What follows belongs to an exercise in optimizing a design on an open flow for small area, a short achievable clock period and few clock cycles per item; a production flow would make more cautious choices.
Only simulation tests tie the RTL to the original design; equivalence was not proved.

==> design/flow/design.v <==
package vni_pkg;
  typedef enum logic [2:0] {
    ST_IDLE,
    ST_FILL,
    ST_PREP,
    ST_MUL,
    ST_DONE
  } state_e;
  localparam logic [1:0] MODE_STEP   = 2'd0;
  localparam logic [1:0] MODE_LINEAR = 2'd1;
  localparam logic [1:0] MODE_COSINE = 2'd2;
  localparam logic [1:0] MODE_CUBIC  = 2'd3;
  localparam logic [1:0] CFG_INTERP_MODE = 2'd0;
  localparam logic [1:0] CFG_CLIP_ENABLE = 2'd1;
  localparam logic [1:0] CFG_SEED        = 2'd2;
  localparam logic [1:0]  RST_INTERP_MODE = MODE_CUBIC;
  localparam logic        RST_CLIP_ENABLE = 1'b0;
  localparam logic [31:0] RST_SEED        = 32'd1;
  localparam longint unsigned PI_Q30 = 64'd3373259426;
  localparam int XS_A = 13;
  localparam int XS_B = 17;
  localparam int XS_C = 5;
  function automatic logic [31:0] xorshift32(input logic [31:0] x);
    logic [31:0] y;
    y = x ^ (x << XS_A);
    y = y ^ (y >> XS_B);
    y = y ^ (y << XS_C);
    xorshift32 = y;
  endfunction
endpackage
module value_noise_interpolator #(
  parameter int FRAC_BITS      = 16,
  parameter int COS_TABLE_BITS = 8
) (
  input  logic clk_i,
  input  logic rst_ni,
  input  logic                                 s_axis_tvalid,
  output logic                                 s_axis_tready,
  input  logic [((FRAC_BITS + 1 + 7) / 8) * 8 - 1:0] s_axis_tdata,
  input  logic                                 s_axis_tuser,
  output logic                                 m_axis_tvalid,
  input  logic                                 m_axis_tready,
  output logic [((FRAC_BITS + 3 + 7) / 8) * 8 - 1:0] m_axis_tdata,
  input  logic                                 cfg_we_i,
  input  logic [1:0]                           cfg_idx_i,
  input  logic [31:0]                          cfg_data_i
);
  localparam int F       = FRAC_BITS;
  localparam int C       = COS_TABLE_BITS;
  localparam int W       = F + 4;               
  localparam int PW      = W + F + 2;           
  localparam int OW      = F + 3;               
  localparam int OUT_DW  = ((F + 3 + 7) / 8) * 8;
  localparam int TAB_N   = 1 << C;
  localparam int TAB_LEN = TAB_N + 1;
  localparam int IDX_W   = C + 1;
  localparam int SH_R    = (F >= C) ? F - C : 0;
  localparam int SH_L    = (F >= C) ? 0 : C - F;
  localparam int EXT_W   = F + 1 + SH_L;
  localparam logic [F:0]          ONE_P  = {1'b1, {F{1'b0}}};
  localparam logic signed [W-1:0] ONE_W  = {3'b000, 1'b1, {F{1'b0}}};
  localparam logic signed [W-1:0] SAT_HI = {2'b00, {(F + 2){1'b1}}};
  localparam logic signed [W-1:0] SAT_LO = {2'b11, {(F + 2){1'b0}}};
  localparam logic [IDX_W-1:0]    IDX_MAX = IDX_W'(TAB_N);
  function automatic logic [TAB_LEN*(F+1)-1:0] build_cos_table();
    logic [TAB_LEN*(F+1)-1:0] tab;
    longint unsigned          theta;
    longint unsigned          term;
    longint                   sum;
    longint                   ent;
    tab = '0;
    for (int k = 0; k <= TAB_N / 2; k++) begin
      theta = (vni_pkg::PI_Q30 * 64'(k)) >> C;
      term  = 64'd1 << 30;
      sum   = 0;
      for (int m = 1; m <= 8; m++) begin
        term = (term * theta) >> 30;
        term = (term * theta) >> 30;
        term = term / 64'((2 * m - 1) * (2 * m));
        if ((m % 2) == 1) begin
          sum = sum + longint'(term);
        end else begin
          sum = sum - longint'(term);
        end
      end
      if (sum < 0) begin
        sum = 0;
      end
      ent = (sum + (longint'(1) << (30 - F))) >>> (31 - F);
      tab[k*(F+1) +: F+1] = (F + 1)'(ent);
    end
    for (int k = TAB_N / 2 + 1; k <= TAB_N; k++) begin
      tab[k*(F+1) +: F+1] = ONE_P - tab[(TAB_N - k)*(F+1) +: F+1];
    end
    build_cos_table = tab;
  endfunction
  localparam logic [TAB_LEN*(F+1)-1:0] COS_TAB = build_cos_table();
  vni_pkg::state_e state_q, state_d;
  logic [1:0]            mode_q;
  logic                  clip_q;
  logic [31:0]           seed_q;
  logic [31:0]           rng_q, rng_d;
  logic [3:0][F-1:0]     win_q;
  logic [3:0][F-1:0]     win_d;
  logic [F:0]            phase_q, phase_d;
  logic [F:0]            inc_q, inc_d;
  logic                  item_q, item_d;
  logic [1:0]            cnt_q, cnt_d;
  logic signed [W-1:0]   acc_q, acc_d;
  logic [F:0]            cos_q, cos_d;
  logic                  m_valid_q, m_valid_d;
  logic [OW-1:0]         out_q, out_d;
  logic [F-1:0]          sample;
  logic [F:0]            inc_in;
  logic                  need_shift;
  logic [F:0]            phase_sub;
  logic [3:0][F-1:0]     wn;
  logic signed [W-1:0]   n0, n1, n2, n3, p_new;
  logic signed [W-1:0]   v0, v1, v2, v3, q_cur, r_cur, addend;
  logic [EXT_W-1:0]      idx_ext;
  logic [IDX_W-1:0]      idx;
  logic [F:0]            mop;
  logic signed [PW-1:0]  prod;
  logic signed [W-1:0]   prod_sh;
  logic                  last_step;
  logic signed [W-1:0]   val_clip, val_sat;
  logic                  s_acc;
  assign s_axis_tready = (state_q == vni_pkg::ST_IDLE);
  assign s_acc         = s_axis_tvalid && s_axis_tready;
  assign m_axis_tvalid = m_valid_q;
  assign m_axis_tdata  = OUT_DW'(out_q);
  assign sample = rng_q[31 -: F];
  assign inc_in = (s_axis_tdata[F:0] > ONE_P) ? ONE_P : s_axis_tdata[F:0];
  assign need_shift = (phase_q >= ONE_P);
  assign phase_sub  = need_shift ? (phase_q - ONE_P) : phase_q;
  always_comb begin
    if (need_shift) begin
      wn[0] = win_q[1];
      wn[1] = win_q[2];
      wn[2] = win_q[3];
      wn[3] = sample;
    end else begin
      wn[0] = win_q[0];
      wn[1] = win_q[1];
      wn[2] = win_q[2];
      wn[3] = win_q[3];
    end
  end
  assign n0    = $signed(W'(wn[0]));
  assign n1    = $signed(W'(wn[1]));
  assign n2    = $signed(W'(wn[2]));
  assign n3    = $signed(W'(wn[3]));
  assign p_new = (n3 - n2) - (n0 - n1);
  assign v0    = $signed(W'(win_q[0]));
  assign v1    = $signed(W'(win_q[1]));
  assign v2    = $signed(W'(win_q[2]));
  assign v3    = $signed(W'(win_q[3]));
  assign q_cur = (v0 - v1) - ((v3 - v2) - (v0 - v1));
  assign r_cur = v2 - v0;
  assign idx_ext = (EXT_W'(phase_sub) << SH_L) >> SH_R;
  assign idx     = (idx_ext > EXT_W'(TAB_N)) ? IDX_MAX : idx_ext[IDX_W-1:0];
  assign mop     = (mode_q == vni_pkg::MODE_COSINE) ? cos_q : phase_q;
  assign prod    = PW'(acc_q) * $signed({1'b0, mop});
  assign prod_sh = W'(prod >>> F);
  always_comb begin
    if (mode_q == vni_pkg::MODE_CUBIC) begin
      unique case (cnt_q)
        2'd0:    addend = q_cur;
        2'd1:    addend = r_cur;
        default: addend = v1;
      endcase
    end else begin
      addend = v1;
    end
  end
  assign last_step = (mode_q != vni_pkg::MODE_CUBIC) || (cnt_q == 2'd2);
  always_comb begin
    val_clip = acc_q;
    if ((mode_q == vni_pkg::MODE_CUBIC) && clip_q) begin
      if (acc_q < 0) begin
        val_clip = '0;
      end else if (acc_q > ONE_W) begin
        val_clip = ONE_W;
      end
    end
    if (val_clip < SAT_LO) begin
      val_sat = SAT_LO;
    end else if (val_clip > SAT_HI) begin
      val_sat = SAT_HI;
    end else begin
      val_sat = val_clip;
    end
  end
  always_comb begin
    state_d   = state_q;
    rng_d     = rng_q;
    win_d     = win_q;
    phase_d   = phase_q;
    inc_d     = inc_q;
    item_d    = item_q;
    cnt_d     = cnt_q;
    acc_d     = acc_q;
    cos_d     = cos_q;
    m_valid_d = m_valid_q;
    out_d     = out_q;
    if (m_valid_q && m_axis_tready) begin
      m_valid_d = 1'b0;
    end
    unique case (state_q)
      vni_pkg::ST_IDLE: begin
        if (s_acc) begin
          inc_d  = inc_in;
          item_d = 1'b1;
          if (s_axis_tuser) begin
            rng_d   = seed_q;
            phase_d = '0;
            cnt_d   = '0;
            state_d = vni_pkg::ST_FILL;
          end else begin
            state_d = vni_pkg::ST_PREP;
          end
        end
      end
      vni_pkg::ST_FILL: begin
        win_d[0] = win_q[1];
        win_d[1] = win_q[2];
        win_d[2] = win_q[3];
        win_d[3] = sample;
        rng_d    = vni_pkg::xorshift32(rng_q);
        cnt_d    = cnt_q + 2'd1;
        if (cnt_q == 2'd3) begin
          cnt_d   = '0;
          state_d = item_q ? vni_pkg::ST_PREP : vni_pkg::ST_IDLE;
        end
      end
      vni_pkg::ST_PREP: begin
        win_d   = wn;
        phase_d = phase_sub;
        cos_d   = COS_TAB[idx*(F+1) +: F+1];
        cnt_d   = '0;
        if (need_shift) begin
          rng_d = vni_pkg::xorshift32(rng_q);
        end
        unique case (mode_q)
          vni_pkg::MODE_STEP: begin
            acc_d   = n1;
            state_d = vni_pkg::ST_DONE;
          end
          vni_pkg::MODE_CUBIC: begin
            acc_d   = p_new;
            state_d = vni_pkg::ST_MUL;
          end
          default: begin
            acc_d   = n2 - n1;
            state_d = vni_pkg::ST_MUL;
          end
        endcase
      end
      vni_pkg::ST_MUL: begin
        acc_d = prod_sh + addend;
        cnt_d = cnt_q + 2'd1;
        if (last_step) begin
          state_d = vni_pkg::ST_DONE;
        end
      end
      vni_pkg::ST_DONE: begin
        if (!m_valid_q || m_axis_tready) begin
          m_valid_d = 1'b1;
          out_d     = val_sat[OW-1:0];
          phase_d   = phase_q + inc_q;
          item_d    = 1'b0;
          state_d   = vni_pkg::ST_IDLE;
        end
      end
      default: begin
        state_d = vni_pkg::ST_IDLE;
      end
    endcase
  end
  always_ff @(posedge clk_i or negedge rst_ni) begin
    if (!rst_ni) begin
      state_q   <= vni_pkg::ST_FILL;
      rng_q     <= vni_pkg::RST_SEED;
      phase_q   <= '0;
      item_q    <= 1'b0;
      cnt_q     <= '0;
      m_valid_q <= 1'b0;
    end else begin
      state_q   <= state_d;
      rng_q     <= rng_d;
      phase_q   <= phase_d;
      item_q    <= item_d;
      cnt_q     <= cnt_d;
      m_valid_q <= m_valid_d;
    end
  end
  always_ff @(posedge clk_i or negedge rst_ni) begin
    if (!rst_ni) begin
      mode_q <= vni_pkg::RST_INTERP_MODE;
      clip_q <= vni_pkg::RST_CLIP_ENABLE;
      seed_q <= vni_pkg::RST_SEED;
    end else if (cfg_we_i) begin
      unique case (cfg_idx_i)
        vni_pkg::CFG_INTERP_MODE: mode_q <= cfg_data_i[1:0];
        vni_pkg::CFG_CLIP_ENABLE: clip_q <= cfg_data_i[0];
        vni_pkg::CFG_SEED:        seed_q <= cfg_data_i;
        default:                  ;
      endcase
    end
  end
  always_ff @(posedge clk_i) begin
    win_q <= win_d;
    inc_q <= inc_d;
    acc_q <= acc_d;
    cos_q <= cos_d;
    out_q <= out_d;
  end
endmodule
==> design/flow/run.sh <==
#!/bin/bash
# synth_recipe.tcl (not shown) runs the flow's synth.tcl, then flattens the netlist and writes it again
# the make line also repeats each setting of config.mk as NAME=value (left out here)
make -C /OpenROAD-flow-scripts/flow DESIGN_CONFIG=/design/flow/config.mk WORK_HOME=/design/flow/orfs CLKGATE_MAP_FILE= SYNTH_SCRIPT=/design/flow/synth_recipe.tcl finish
==> design/flow/config.mk <==
export PLATFORM = sky130hd
export DESIGN_NAME = value_noise_interpolator
export DESIGN_NICKNAME = value_noise_interpolator
export VERILOG_FILES = /design/flow/design.v
export SDC_FILE = /design/flow/constraint.sdc
export NUM_CORES = 4
export LEC_CHECK = 0
export CAP_MARGIN = 20
export CORE_MARGIN = 2
export CORE_UTILIZATION = 40
export SLEW_MARGIN = 20
==> design/flow/constraint.sdc <==
create_clock -name core_clock -period 12.0 [get_ports {clk_i}]
set_input_delay 2.4000 -clock core_clock [delete_from_list [all_inputs] [get_ports {clk_i}]]
set_output_delay 2.4000 -clock core_clock [all_outputs]
set_load 0.01 [all_outputs]
==> impl_results.md <==
- Outcome: timing/DRC/antenna clean
- Max stage delay on crit path: 0.77 ns
- Avg WL per Cell: 20.3 µm
- Critical path peak fanout: 22
- Antenna Nets Post-Route: 0
- P&R area growth vs syn: 8.29%
- Bufs on Longest Clock Path: 3
- CP Capture Type: flop
- CTS Hold Bufs: 0
- Die height: 298 µm
- Diode count: 0
- WP data required: 12.36 ns
- Fin crit share: 0.813
- Share of cells above drive strength 1: 0.0620
- Startpoint Class: flop
- Setup bufs post-CTS: 0
- Hold path startpoint: item_q
- Sequential cell area: 6410 µm²
- WL final: 106000 µm
- Max Freq: 102 MHz
- Main synth FF type: edfxtp_1
- Starting Density: 0.404
- DRT Pass-1 Iters: 6
- IO buf count: 77
- Num rows: 107
- I/O Pins: 90
- Max-cap violations: 0
- Actual slew at the worst max-slew pin: 1.12 ns
- Seq/Total Area, Yosys: 0.186
- Initial DRC Count: 2659
- Ys async rst share: 0.399
- Post-Syn Area: 34500 µm²
- Setup CP Type: reg -> reg
- CTS tree: yes
- Worst hold margin: 0.483 ns
- Unique masters post-synth: 89
- Fin Setup TNS: 0 ns
- Critical R2R Launch: mode_q[1]
- Routed vias: 29136
- RSZ-0062 raised after global routing: false
- Detailed-route DRC error count: 0
- GR Overflow Total: 0
- Clock root buffer: clkbuf_16
- Synth warn: 1
- Critical path data arrival time: 10.12 ns
- Vias in the first global route: 29057
- Drt via density: 5.61
- Clk sink count: 228
- Layout Skew: 0.0395 ns
- Largest net degree at the start of global routing: 100
- DP HPWL: 77800 µm
- Most Frequent Cell on Critical Path: fa_1
- TritonCTS buffer count: 30
- Number of synthesized flops with an enable pin: 137
- Chip width: 298 µm
- Final hold vios: 0
- GRT Util Overall: 0.238
- Worst skew pair latency: 0.64 ns
- Slew Limit Headroom: 0.256
- Setup-failing EPs final: 0
- Initial antenna violation count: 1
- CORE AREA: 85300 µm²
- Hold depth: 1
- Crit. Startpoint: mode_q[1]
- Multi-input logic area: 25200 µm²
- Hold Path Class: reg -> reg
- GP Congestion: 0.989
- Crit path max-delay cell type: mux2i_2
- Post-CTS Resized: 0
- Clock slew at reported path FFs: 0.06 ns
- First-pass GRT wire length: 168000 µm
- Final net count: 4703
- Min Tclk post-route: 9.76 ns
- H-tree depth: 1
- Cell depth of the worst flop-to-flop path: 34
- Slew Viols, Final: 0
- Cells after Synth: 4104
- Syn Area/Cell: 8.40 µm²
- Die ar.: 88500 µm²
- Flops & latches, synth: 228
- Fill cells: 8500
Yosys cell counts, drive strengths merged, types with 19 or more instances:
cell | n | area (µm²)
inv | 536 | 2010
nand2 | 458 | 1720
fa | 337 | 6750
ha | 278 | 3480
o21ai | 266 | 1330
a21oi | 248 | 1240
nor2 | 213 | 800
clkbuf | 207 | 777
xnor2 | 138 | 1210
edfxtp | 137 | 4110
nor2b | 134 | 838
and2 | 102 | 638
nand3 | 95 | 475
mux2 | 90 | 1010
dfrtp | 86 | 2150
xor2 | 76 | 666
a21o | 66 | 495
nor3 | 57 | 290
a211oi | 54 | 405
a31oi | 42 | 263
buf | 39 | 169
o21a | 33 | 248
nand2b | 32 | 200
mux2i | 28 | 280
o211ai | 24 | 180
a21boi | 22 | 169
o21bai | 22 | 165
o22ai | 22 | 144
and3 | 19 | 119
state kept, by name, summed over array words and instances (netlist names), 17 cells and up:
signal and cells:
cos_q 17, seed_q 32, acc_q 20, out_q 19, rng_q 32, win_q 64, inc_q 17, phase_q 17
final timing paths:
| check | end | slack (ns) |
|---|---|---|
| max in group asynchronous | phase_q[16] | 9.02 |
| min | item_q | 0.48 |
| max | acc_q[19] | 2.24 |
| min reg2reg | item_q | 0.48 |
| min in group asynchronous | seed_q[19] | 1.71 |
| max reg2reg | acc_q[19] | 2.24 |
worst max-delay path: cells and delay by family (launching register included):
family | cells | cell delay, ns
XOR/XNOR | 3 | 0.37
flip-flops | 1 | 0.54
AND/OR/NAND/NOR | 4 | 0.46
buffers and inverters | 6 | 0.87
AO/OA/AOI/OAI | 11 | 2.69
multiplexers | 1 | 0.77
adder cells (fa/ha/maj) | 9 | 3.77
cells in the final DEF (no fill, tap or decap), drive strengths merged, types with 102 or more instances in the layout:
| cell | count |
|---|---|
| fa | 337 |
| nor2 | 213 |
| a21oi | 248 |
| xnor2 | 138 |
| edfxtp | 137 |
| inv | 542 |
| ha | 278 |
| o21ai | 266 |
| nand2 | 458 |
| and2 | 102 |
| nor2b | 134 |
routing by layer:
layer | part of all wire | track usage
met1 | 0.44 | 0.335
met2 | 0.45 | 0.382
met3 | 0.083 | 0.0386
met4 | 0.024 | 0.0552
met5 | 0 | 0
kinds of logic (layout without fill, tap and decap cells):
| kind of cell | after synthesis | after routing | synth area share |
|---|---|---|---|
| other | 1 | 6 | 0.000109 |
| AO/OA/AOI/OAI | 954 | 954 | 0.175 |
| multiplexers | 120 | 120 | 0.0389 |
| adder cells (fa/ha/maj) | 615 | 615 | 0.297 |
| XOR/XNOR | 214 | 214 | 0.0544 |
| AND/OR/NAND/NOR | 1186 | 1186 | 0.163 |
| buffers and inverters | 786 | 725 | 0.0863 |
| flip-flops | 228 | 228 | 0.186 |
area by class of cell:
| type | instances | share of cell area |
|---|---|---|
| Timing Repair Buffer | 129 | 0.0325 |
| Multi-Input combinational cell | 3095 | 0.675 |
| Clock inverter | 17 | 0.00503 |
| Sequential cell | 228 | 0.172 |
| Clock buffer | 39 | 0.0232 |
| Inverter | 540 | 0.0543 |
| Tap cell | 1144 | 0.0384 |
per-stage QoR:
step                      worst slack (ns)  utilization  instances  area (µm²)
after floorplan                       3.14            -       4109       34500
after global placement                2.26        0.424       5133       36200
after detailed placement              2.22        0.424       5133       36200
after CTS                             2.17        0.437       5189       37200
after global routing                  1.69        0.438       5192       37300
final                                 2.24        0.438       5192       37300
Testbench counts, summed over its fixed seeds: cycles 24,424, items 4,800.

-- re-timing with driven ports --
How much do the figures lean on ideal ports? The routed layout below was timed once more, with nothing changed but the port constraints.
Step 1, drivers: a clkbuf_16 drives clk_i and a buf_2 each remaining input, both assumed.
Step 2 adds t to the input delays and takes it off the output delays; t is the mean of the earliest and latest rising clock arrival at the registers after step 1. Input paths then give back, and output paths get back, about the clock's delay inside the block.
Three values: no drivers, after step 1, after step 2; two values: the first two.
shift t [ns]: 0.686
setup slack, ns: 2.240 / 2.240 / 2.240
worst hold slack (ns): 0.483 / 0.483 / 0.483
clock arrival spread, ns: 0.043 / 0.043
worst data-port slew with drivers (ns): 0.11
After both steps this run still meets setup and hold. For this run, drivers alone change the setup slack by 0.000 ns; drivers and shift together by 0.000 ns.
